Source: an optimization exercise on an open RTL-to-GDS flow (aim: small area, a short achievable clock period and few clock cycles). Production flows keep margins and buffers that such runs may drop.
At most, simulation tests tie the RTL to the original design; equivalence was not proved.
Power figures rest on the tool's default switching activity, not on a simulated workload.

==> flow/design.v (excerpt) <==
module sorted_list_store_unit
#(
  parameter int unsigned CAPACITY = DEF_CAPACITY
) (
  input  logic                    clk,
  input  logic                    rst,
  input  logic                    in_valid,
  output logic                    in_ready,
  input  logic [1:0]              command,
  input  logic signed [VAL_W-1:0] value,
  input  logic [3:0]              position,
  output logic                    out_valid,
  input  logic                    out_ready,
  output logic [1:0]              status,
  output logic signed [VAL_W-1:0] data_out,
  output logic [3:0]              found_index,
  output logic [4:0]              count
);
  localparam int unsigned IDX_W = $clog2(CAPACITY);
  localparam int unsigned CNT_W = $clog2(CAPACITY + 1);
  localparam int unsigned CMP_W = CNT_W + 4;
  logic [CNT_W-1:0]        fill, fill_next;
  sls_pkg::req_t                    req;
  sls_pkg::cmd_t                    cmd;
  logic                    accept, full, pos_ok, found;
  logic signed [VAL_W-1:0] entry   [CAPACITY];
  logic [CAPACITY-1:0]     mark, ge, eq, at_pos, cvalid, sel;
  logic [IDX_W-1:0]        ins_idx, val_idx;
  logic signed [VAL_W-1:0] pos_data;
  sls_pkg::status_t                 status_next;
  logic signed [VAL_W-1:0] data_next;
  logic [IDX_W-1:0]        idx_next;
  assign cmd      = sls_pkg::cmd_t'(command);
  assign in_ready = !out_valid || out_ready;
  assign accept   = in_valid && in_ready;
  assign full     = (fill == CNT_W'(CAPACITY));
  assign pos_ok   = (CMP_W'(position) < CMP_W'(fill));
  assign found    = |eq;
  always_comb begin
    req.cmd   = cmd;
    req.value = value;
    case (cmd)
  ...
Settings: LEC_CHECK=0, CAP_MARGIN=20, CORE_MARGIN=2, CORE_UTILIZATION=40, SLEW_MARGIN=20; clock period 7.0 ns.
run.sh (not shown) runs the stock make flow with config.mk's settings and CLKGATE_MAP_FILE= SYNTH_SCRIPT=/design/flow/synth_recipe.tcl, a recipe that flattens the netlist after the stock synthesis.
Testbench counts at the start, summed over its fixed seeds: cycles 24,008.
Change:
--- a/flow/config.mk
+++ b/flow/config.mk
@@ -10,2 +10,3 @@
 export CORE_UTILIZATION = 40
+export SETUP_SLACK_MARGIN = 3.0
 export SLEW_MARGIN = 20
After rerunning: The new run completed without violations; setup slack improves by 1.5 ns; final cell count climbs by a few percent; design area climbs by about a fifth; clock power drops by a few percent; sequential power is about the same; via count climbs by roughly a tenth; power climbs by a little under a tenth; core utilization climbs by 8.3 points; count of clock-buffer cells in the layout drops by 6; clock skew barely changes; first-iteration DRC count climbs by a quarter to a third.

========
Another version of the RTL of sorted_list_store_unit (not shown whole).
Size: about 5200 cells after synthesis, roughly 740 flip-flops, about 87 I/O pins, about 52000 um2 of cells after synthesis.
==> flow/design.v (excerpt) <==
module sorted_list_store_unit
#(
  parameter int unsigned CAPACITY = DEF_CAPACITY
) (
  input  logic                    clk,
  input  logic                    rst,
  input  logic                    in_valid,
  output logic                    in_ready,
  input  logic [1:0]              command,
  input  logic signed [VAL_W-1:0] value,
  input  logic [3:0]              position,
  output logic                    out_valid,
  input  logic                    out_ready,
  output logic [1:0]              status,
  output logic signed [VAL_W-1:0] data_out,
  output logic [3:0]              found_index,
  output logic [4:0]              count
);
make LEC_CHECK=0 CAP_MARGIN=20 CORE_MARGIN=2 CORE_UTILIZATION=40 SETUP_SLACK_MARGIN=4.2 SLEW_MARGIN=20 finish   # period 7.0 ns
The baseline completed with no timing, DRC or antenna violations.
Edit:
SETUP_SLACK_MARGIN = not set   (was 4.2)
=>
- worst hold slack barely changes
- cell count came out lower by 5.8%
- total power goes down by 3.8%
Function was not checked in any run of this note: the RTL went through the layout flow alone.

========
run A:
The RTL this note starts from:
==> flow/design.v <==
package sls_pkg;
  localparam int unsigned DEF_CAPACITY = 16;
  localparam int unsigned VAL_W        = 32;
  localparam logic signed [VAL_W-1:0] MISS_VALUE = -32'sd99999;
  typedef enum logic [1:0] {
    CMD_INSERT     = 2'd0,
    CMD_REMOVE_AT  = 2'd1,
    CMD_REMOVE_VAL = 2'd2,
    CMD_GET        = 2'd3
  } cmd_t;
  typedef enum logic [1:0] {
    ST_DONE = 2'd0,
    ST_FULL = 2'd1,
    ST_MISS = 2'd2
  } status_t;
endpackage
import sls_pkg::*;
module sls_cell
(
  input  logic                    clk,
  input  logic                    sel_hold,
  input  logic                    sel_left,      
  input  logic                    sel_value,     
  input  logic                    sel_right,     
  input  logic [VAL_W-1:0]        left_entry,
  input  logic [VAL_W-1:0]        right_entry,
  input  logic [VAL_W-1:0]        ins_value,
  input  logic [VAL_W-1:0]        cmp_value_n,   
  output logic [VAL_W-1:0]        entry,
  input  logic                    cmp_load,      
  input  logic                    left_gt,
  input  logic                    left_eq,
  input  logic                    right_gt,
  input  logic                    right_eq,
  input  logic                    value_gt,      
  input  logic                    value_eq,
  output logic                    gt,            
  output logic                    eq,            
  output logic                    x_gt,          
  output logic                    x_eq
);
  logic [VAL_W-1:0] cmp_value;
  assign cmp_value = ~cmp_value_n;
  assign gt = (entry > cmp_value);
  assign eq = (entry == cmp_value);
  always_ff @(posedge clk) begin
    entry <= ({VAL_W{sel_hold}}  & entry)      | ({VAL_W{sel_left}}  & left_entry) |
             ({VAL_W{sel_value}} & ins_value)  | ({VAL_W{sel_right}} & right_entry);
  end
  always_ff @(posedge clk) begin
    if (cmp_load) begin
      x_gt <= (sel_hold & gt) | (sel_left & left_gt) | (sel_value & value_gt) |
              (sel_right & right_gt);
      x_eq <= (sel_hold & eq) | (sel_left & left_eq) | (sel_value & value_eq) |
              (sel_right & right_eq);
    end
  end
endmodule
import sls_pkg::*;
module sorted_list_store_unit
#(
  parameter int unsigned CAPACITY = DEF_CAPACITY
) (
  input  logic                    clk,
  input  logic                    rst,
  input  logic                    in_valid,
  output logic                    in_ready,
  input  logic [1:0]              command,
  input  logic signed [VAL_W-1:0] value,
  input  logic [3:0]              position,
  output logic                    out_valid,
  input  logic                    out_ready,
  output logic [1:0]              status,
  output logic signed [VAL_W-1:0] data_out,
  output logic [3:0]              found_index,
  output logic [4:0]              count
);
  localparam int unsigned IDX_W = $clog2(CAPACITY);
  localparam int unsigned CNT_W = $clog2(CAPACITY + 1);
  logic                    i_v;
  logic [1:0]              i_cmd;
  logic [VAL_W-1:0]        i_nu;      
  logic [IDX_W-1:0]        i_pos;
  logic                    e_v;
  logic [1:0]              e_cmd;
  logic [VAL_W-1:0]        e_u;       
  logic signed [VAL_W-1:0] e_val;
  logic [IDX_W-1:0]        e_pos;
  logic                    s_v;
  logic [1:0]              s_status;
  logic signed [VAL_W-1:0] s_data;
  logic [IDX_W-1:0]        s_idx;
  logic [CNT_W-1:0]        s_count;
  logic [VAL_W-1:0]        entry [CAPACITY];
  logic [CAPACITY-1:0]     vld;             
  logic [CNT_W-1:0]        fill;
  logic                    accept, exec, adv;
  assign in_ready = !(i_v && e_v && s_v);
  assign accept   = in_valid && in_ready;
  assign exec     = e_v && !s_v;
  assign adv      = i_v && (!e_v || exec);
  logic [CAPACITY-1:0]     c_gt, c_eq, x_gt, x_eq;
  logic [CAPACITY-1:0]     sel_hold, sel_left, sel_value, sel_right;
  logic                    v_gt, v_eq;
  assign v_gt    = (e_u > ~i_nu);
  assign v_eq    = (e_u == ~i_nu);
  assign e_val   = e_u ^ {1'b1, {(VAL_W-1){1'b0}}};
  for (genvar i = 0; i < CAPACITY; i++) begin : g_cell
    localparam int L = (i == 0) ? 0 : i - 1;
    localparam int R = (i == CAPACITY - 1) ? i : i + 1;
    sls_cell u_cell (
      .clk         (clk),
      .sel_hold    (sel_hold[i]),
      .sel_left    (sel_left[i]),
      .sel_value   (sel_value[i]),
      .sel_right   (sel_right[i]),
      .left_entry  (entry[L]),
      .right_entry (entry[R]),
      .ins_value   (e_u),
      .cmp_value_n (i_nu),
      .entry       (entry[i]),
      .cmp_load    (adv),
      .left_gt     (c_gt[L]),
      .left_eq     (c_eq[L]),
      .right_gt    (c_gt[R]),
      .right_eq    (c_eq[R]),
      .value_gt    (v_gt),
      .value_eq    (v_eq),
      .gt          (c_gt[i]),
      .eq          (c_eq[i]),
      .x_gt        (x_gt[i]),
      .x_eq        (x_eq[i])
    );
  end
  logic [CAPACITY-1:0] mark, eqv, from_eq, here, first_eq, at_pos, psel, shift_up;
  logic                full, pos_ok, found, is_ins, ins_ok, rat_ok;
  logic [IDX_W-1:0]    ins_idx, val_idx;
  logic signed [VAL_W-1:0] pos_data;
  logic [1:0]              r_status;
  logic signed [VAL_W-1:0] r_data;
  logic [IDX_W-1:0]        r_idx;
  logic [CNT_W-1:0]        r_count;
  assign mark = ~vld | x_gt;      
  assign eqv  = vld & x_eq;
  always_comb begin
    for (int i = 0; i < CAPACITY; i++) begin
      at_pos[i] = (IDX_W'(i) >= e_pos);
      psel[i]   = (IDX_W'(i) == e_pos);
    end
  end
  always_comb begin
    from_eq[0] = eqv[0];
    for (int i = 1; i < CAPACITY; i++) from_eq[i] = from_eq[i-1] | eqv[i];
  end
  assign full   = vld[CAPACITY-1];
  assign pos_ok = |(psel & vld);
  assign found  = from_eq[CAPACITY-1];
  assign is_ins = (e_cmd == CMD_INSERT);
  assign ins_ok = is_ins && !full;
  assign rat_ok = (e_cmd == CMD_REMOVE_AT) && pos_ok;
  always_comb begin
    ins_idx  = '0;
    val_idx  = '0;
    pos_data = '0;
    for (int i = 0; i < CAPACITY; i++) begin
      here[i]     = mark[i] && (i == 0 || !mark[(i == 0) ? 0 : i-1]);
      first_eq[i] = eqv[i] && (i == 0 || !from_eq[(i == 0) ? 0 : i-1]);
      shift_up[i] = (i > 0) && mark[(i == 0) ? 0 : i-1];
      if (here[i])     ins_idx |= IDX_W'(i);
      if (first_eq[i]) val_idx |= IDX_W'(i);
      if (psel[i])     pos_data |= entry[i] ^ {1'b1, {(VAL_W-1){1'b0}}};
    end
  end
  always_comb begin
    for (int i = 0; i < CAPACITY; i++) begin
      sel_left[i]  = exec && ins_ok && shift_up[i];
      sel_value[i] = exec && ins_ok && here[i];
      sel_right[i] = exec && (((e_cmd == CMD_REMOVE_AT) && at_pos[i]) ||
                              (e_cmd == CMD_REMOVE_VAL && from_eq[i]));
      sel_hold[i]  = !(sel_left[i] || sel_value[i] || sel_right[i]);
    end
  end
  always_comb begin
    r_status = ST_MISS;
    r_data   = MISS_VALUE;
    r_idx    = '0;
    r_count  = fill;
    case (e_cmd)
      CMD_INSERT: begin
        if (full) begin
          r_status = ST_FULL;
        end else begin
          r_status = ST_DONE;
          r_data   = e_val;
          r_idx    = ins_idx;
          r_count  = fill + 1'b1;
        end
      end
      CMD_REMOVE_AT, CMD_GET: begin
        if (pos_ok) begin
          r_status = ST_DONE;
          r_data   = pos_data;
          r_idx    = e_pos;
          if (e_cmd == CMD_REMOVE_AT) r_count = fill - 1'b1;
        end
      end
      default: begin
        if (found) begin
          r_status = ST_DONE;
          r_data   = e_val;
          r_idx    = val_idx;
          r_count  = fill - 1'b1;
        end
      end
    endcase
  end
  always_ff @(posedge clk) begin
    if (rst) begin
      fill <= '0;
      vld  <= '0;
    end else if (exec) begin
      fill <= r_count;
      if (ins_ok) vld <= {vld[CAPACITY-2:0], 1'b1};
      else if (rat_ok || (e_cmd == CMD_REMOVE_VAL && found)) vld <= {1'b0, vld[CAPACITY-1:1]};
    end
  end
  always_ff @(posedge clk) begin
    if (rst) begin
      i_v <= 1'b0;
      e_v <= 1'b0;
    end else begin
      if (accept)    i_v <= 1'b1;
      else if (adv)  i_v <= 1'b0;
      if (adv)       e_v <= 1'b1;
      else if (exec) e_v <= 1'b0;
    end
  end
  always_ff @(posedge clk) begin
    if (accept) begin
      i_cmd <= command;
      i_nu  <= {value[VAL_W-1], ~value[VAL_W-2:0]};
      i_pos <= position;
    end
    if (adv) begin
      e_cmd <= i_cmd;
      e_u   <= ~i_nu;
      e_pos <= i_pos;
    end
  end
  always_ff @(posedge clk) begin
    if (rst) begin
      out_valid <= 1'b0;
      s_v       <= 1'b0;
    end else begin
      if (s_v) begin
        if (out_ready) s_v <= 1'b0;
      end else if (out_valid && !out_ready) begin
        s_v <= exec;
      end else begin
        out_valid <= exec;
      end
    end
  end
  always_ff @(posedge clk) begin
    if (s_v) begin
      if (out_ready) begin
        status      <= s_status;
        data_out    <= s_data;
        found_index <= s_idx;
        count       <= s_count;
      end
    end else if (!out_valid || out_ready) begin
      if (exec) begin
        status      <= r_status;
        data_out    <= r_data;
        found_index <= r_idx;
        count       <= r_count;
      end
    end
    if (exec && out_valid && !out_ready) begin
      s_status <= r_status;
      s_data   <= r_data;
      s_idx    <= r_idx;
      s_count  <= r_count;
    end
  end
endmodule
Settings: LEC_CHECK=0, ABC_AREA=1, CAP_MARGIN=20, CORE_MARGIN=2, CORE_UTILIZATION=55, CTS_CLUSTER_DIAMETER=60, CTS_CLUSTER_SIZE=20, PLACE_DENSITY=0.7, SETUP_SLACK_MARGIN=4.2, SLEW_MARGIN=20, SYNTH_HIERARCHICAL=1, TNS_END_PERCENT=10; clock period 7.0 ns.
Testbench counts of run A, summed over its fixed seeds: cycles 24,024.
For run B, these inputs were changed with respect to run A:
Settings: PLACE_DENSITY: 0.7 -> 0.75; CORE_UTILIZATION: 55 -> 62; TNS_END_PERCENT: 10 -> 30.
## What came out
[run B vs run A] fmax: higher in run B
Relative to run A, the required time reported for the critical path endpoint of run B is lower by 0.18 ns.
Run B vs run A — via count climbed by a few percent
Count of non-filler cells in the finished layout: run A vs run B, no meaningful difference
Run B vs. run A: share of cell area taken by multi-input logic gates went down by 1.8 points.
Of run B and run A, the higher worst reg2reg path depth belongs to run B.
Compared with run A, in run B met1 capacity usage during global routing went up 8.0 points; worst-case setup margin in the final layout went up 0.33 ns; mean routed wirelength per cell went up 0.32%.
## Diff of input files: run C against run B
Settings: SETUP_SLACK_MARGIN: 4.2 -> 4.0; PLACE_DENSITY: 0.75 -> 0.7; CORE_UTILIZATION: 62 -> 55.
==> results.txt <==
TritonCTS buffer count, run C and run B: larger value in run C. Compared with run B, in run C leakage power figure down 4.9%, global-route wire length before repair down about 1.2%, worst hold slack down 0.025 ns. Diff run B -> run C: fmax now sits lower, area added between synthesis and finish moved down, number of detailed-routing iterations run before antenna repair now sits lower.

========
== alpha ==
// sorted_list_store_unit: RTL as listed in full above, without the edits since
clock: 7.0 ns
lec_check: 0
abc_area: 1
cap_margin: 20
core_margin: 2
core_utilization: 55
cts_cluster_diameter: 60
cts_cluster_size: 20
place_density: 0.7
setup_slack_margin: 4.2
slew_margin: 20
synth_hierarchical: 1
tns_end_percent: 30
alpha: all stages complete, timing, DRC and antenna checks passed
Testbench counts of alpha, summed over its fixed seeds: cycles 24,024.
The following lists how beta was set up differently from alpha:
# alpha
export LEC_CHECK = 0
export ABC_AREA = 1
export CAP_MARGIN = 20
export CORE_MARGIN = 2
export CORE_UTILIZATION = 55
export CTS_CLUSTER_DIAMETER = 60
export CTS_CLUSTER_SIZE = 20
export PLACE_DENSITY = 0.7
export SETUP_SLACK_MARGIN = 4.2
export SLEW_MARGIN = 20
export SYNTH_HIERARCHICAL = 1
export TNS_END_PERCENT = 30
create_clock -name core_clock -period 7.0 [get_ports {clk}]
# beta
export LEC_CHECK = 0
export ABC_AREA = 1
export CAP_MARGIN = 20
export CORE_MARGIN = 2
export CORE_UTILIZATION = 55
export CTS_CLUSTER_DIAMETER = 60
export CTS_CLUSTER_SIZE = 20
export PLACE_DENSITY = 0.7
export SETUP_SLACK_MARGIN = 4.2
export SLEW_MARGIN = 20
export SYNTH_HIERARCHICAL = 1
export TNS_END_PERCENT = 50
create_clock -name core_clock -period 7.0 [get_ports {clk}]
## What came out
beta vs alpha on global routing usage on met2: beta is the higher one.
On residual antenna-violating net count after detailed routing, beta tracks alpha almost exactly.
Diff alpha and beta: iteration count of the initial detailed-routing pass higher in alpha
Compared with alpha, beta ends up with more cell area.
DRC marker count from the first detailed-route iteration, alpha and beta, higher one = beta.
Est. power | beta vs alpha | beta higher
When beta is measured against alpha, its post-route clock period utilization turns out 0.47 points lower.
Core utilization was higher in beta than in alpha.
Taking alpha as the reference, in beta wire length on met1 level, fraction of power consumed by sequential logic barely changed.
> inputs changed (beta -> gamma)
# beta
export LEC_CHECK = 0
export ABC_AREA = 1
export CAP_MARGIN = 20
export CORE_MARGIN = 2
export CORE_UTILIZATION = 55
export CTS_CLUSTER_DIAMETER = 60
export CTS_CLUSTER_SIZE = 20
export PLACE_DENSITY = 0.7
export SETUP_SLACK_MARGIN = 4.2
export SLEW_MARGIN = 20
export SYNTH_HIERARCHICAL = 1
export TNS_END_PERCENT = 50
create_clock -name core_clock -period 7.0 [get_ports {clk}]
# gamma
export LEC_CHECK = 0
export CAP_MARGIN = 20
export CORE_MARGIN = 2
export CORE_UTILIZATION = 55
export CTS_CLUSTER_DIAMETER = 60
export CTS_CLUSTER_SIZE = 20
export PLACE_DENSITY = 0.7
export SETUP_SLACK_MARGIN = 4.2
export SLEW_MARGIN = 20
export SYNTH_HIERARCHICAL = 1
export TNS_END_PERCENT = 30
create_clock -name core_clock -period 7.0 [get_ports {clk}]
[summary]
[compare] base=beta new=gamma: total global routing track utilization went up, cell count went down, overall power of the completed layout went up, total stage count of the critical path went down.
When gamma is measured against beta, its worst slack on hold paths turns out 0.014 ns higher.
Compared gamma vs beta, and final area is down in gamma.
From beta to gamma the numbers moved as follows: detailed-routing wirelength on met1 now larger, number of antenna violations at the first check in global routing moved up, buffer and inverter count on the worst path now smaller, largest stage delay on the critical path up 0.18 ns.
[inputs] delta vs gamma
# gamma
export LEC_CHECK = 0
export CAP_MARGIN = 20
export CORE_MARGIN = 2
export CORE_UTILIZATION = 55
export CTS_CLUSTER_DIAMETER = 60
export CTS_CLUSTER_SIZE = 20
export PLACE_DENSITY = 0.7
export SETUP_SLACK_MARGIN = 4.2
export SLEW_MARGIN = 20
export SYNTH_HIERARCHICAL = 1
export TNS_END_PERCENT = 30
create_clock -name core_clock -period 7.0 [get_ports {clk}]
# delta
export LEC_CHECK = 0
export CAP_MARGIN = 20
export CORE_MARGIN = 2
export CORE_UTILIZATION = 55
export PLACE_DENSITY = 0.7
export SETUP_SLACK_MARGIN = 3.5
export SLEW_MARGIN = 20
export SYNTH_HIERARCHICAL = 1
create_clock -name core_clock -period 7.0 [get_ports {clk}]
--- outcome ---
The peak supply drop reported for delta is smaller than that of gamma by 7.0%.
Going from gamma to delta, minimum period implied by the final worst setup slack went up 0.51 ns, overall power after layout shows an increase of 190 uW, layout overhead on the synthesized area now sits lower, horizontal extent of the die neither gained nor lost much.
Comparing delta and gamma, the lower actual slew at the worst max-slew pin was measured on gamma.
Taking gamma as the reference, in delta share of total power in the clock network saw an increase; routed length on met3 saw a decrease; global-route usage saw a decrease; clock slew seen by the registers of the worst setup and hold paths saw a decrease.
diff inputs: delta => epsilon
# delta
export LEC_CHECK = 0
export CAP_MARGIN = 20
export CORE_MARGIN = 2
export CORE_UTILIZATION = 55
export PLACE_DENSITY = 0.7
export SETUP_SLACK_MARGIN = 3.5
export SLEW_MARGIN = 20
export SYNTH_HIERARCHICAL = 1
create_clock -name core_clock -period 7.0 [get_ports {clk}]
# epsilon
export LEC_CHECK = 0
export CAP_MARGIN = 20
export CORE_MARGIN = 2
export CORE_UTILIZATION = 55
export PLACE_DENSITY = 0.7
export SETUP_SLACK_MARGIN = 4.2
export SLEW_MARGIN = 20
export SYNTH_HIERARCHICAL = 1
create_clock -name core_clock -period 7.0 [get_ports {clk}]
## What came out
Looking only at sequential share of layout area, and setting everything else aside, the lower value of delta and epsilon goes to epsilon.
epsilon ran to completion and came out clean on the timing, design-rule and antenna checks.
epsilon — reported leakage power 9.6% higher, delta as reference
Final total power ends up higher on epsilon.
Compare delta and epsilon | non-clock buffer count higher: epsilon
Looking at critical-path cell with the highest stage delay, the sky130_fd_sc_hd__nor3_1 result is from delta; the sky130_fd_sc_hd__nor4_4 one comes from epsilon.
Changes observed in epsilon relative to delta: internal power contribution now smaller, worst voltage drop across the vdd grid increased 1.4%, non-clock inverter instance count of the final layout about even, total number of sequential cells saw little to no change, part of the power in the clock network down 2.9 points.
Setup slack was lower in delta than in epsilon.

## static timing again, ports no longer ideal
Ports are ideal in the flow. The routed layouts listed here were re-timed in OpenROAD.
Step 1 assumes that a clkbuf_16 drives the clock port and a buf_2 every other input.
Step 2, shift: input delay + t, output delay - t, t = (earliest + latest rising clock arrival at the registers) / 2. This alone moves slack from input paths to output paths.
a / b / c = ideal / step 1 / step 2; a / b = the first two.
| run | t (ns) | slack for setup (ns) | worst setup path after step 2 | slew at the worst register clock pin (ns) | worst data-port slew with drivers (ns) |
|---|---|---|---|---|---|
| the first run of note 1 | 0.727 | 0.639 / 0.685 / -0.042 | input to register | 0.07 / 0.07 | 0.11 |
| the second run of note 1 | 0.737 | 2.127 / 2.109 / 1.372 | input to register | 0.07 / 0.07 | 0.18 |
| the first run of note 2 | 0.845 | 3.681 / 3.681 / 3.283 | input to register | 0.07 / 0.07 | 0.05 |
| the second run of note 2 | 0.791 | 2.093 / 2.093 / 2.093 | register to register | 0.07 / 0.07 | 0.05 |
| run A | 0.752 | 3.629 / 3.629 / 3.549 | input to register | 0.08 / 0.08 | 0.06 |
| run B | 0.722 | 3.958 / 3.920 / 3.554 | input to register | 0.09 / 0.09 | 0.06 |
| run C | 0.732 | 3.888 / 3.888 / 3.566 | input to register | 0.09 / 0.09 | 0.04 |
| alpha | 0.730 | 3.930 / 3.930 / 3.591 | input to register | 0.09 / 0.09 | 0.04 |
| beta | 0.733 | 3.963 / 3.963 / 3.584 | input to register | 0.09 / 0.09 | 0.04 |
| gamma | 0.731 | 3.910 / 3.910 / 3.910 | input to register | 0.09 / 0.09 | 0.08 |
| delta | 0.742 | 3.398 / 3.398 / 3.398 | register to register | 0.07 / 0.07 | 0.08 |
| epsilon | 0.738 | 3.831 / 3.831 / 3.759 | input to register | 0.07 / 0.07 | 0.05 |
Met with ideal ports but missed after step 2: setup timing in the first run of note 1. The setup slack of the second run of note 1, which loses most, moves by -0.018 ns with the drivers and by -0.755 ns with both steps.
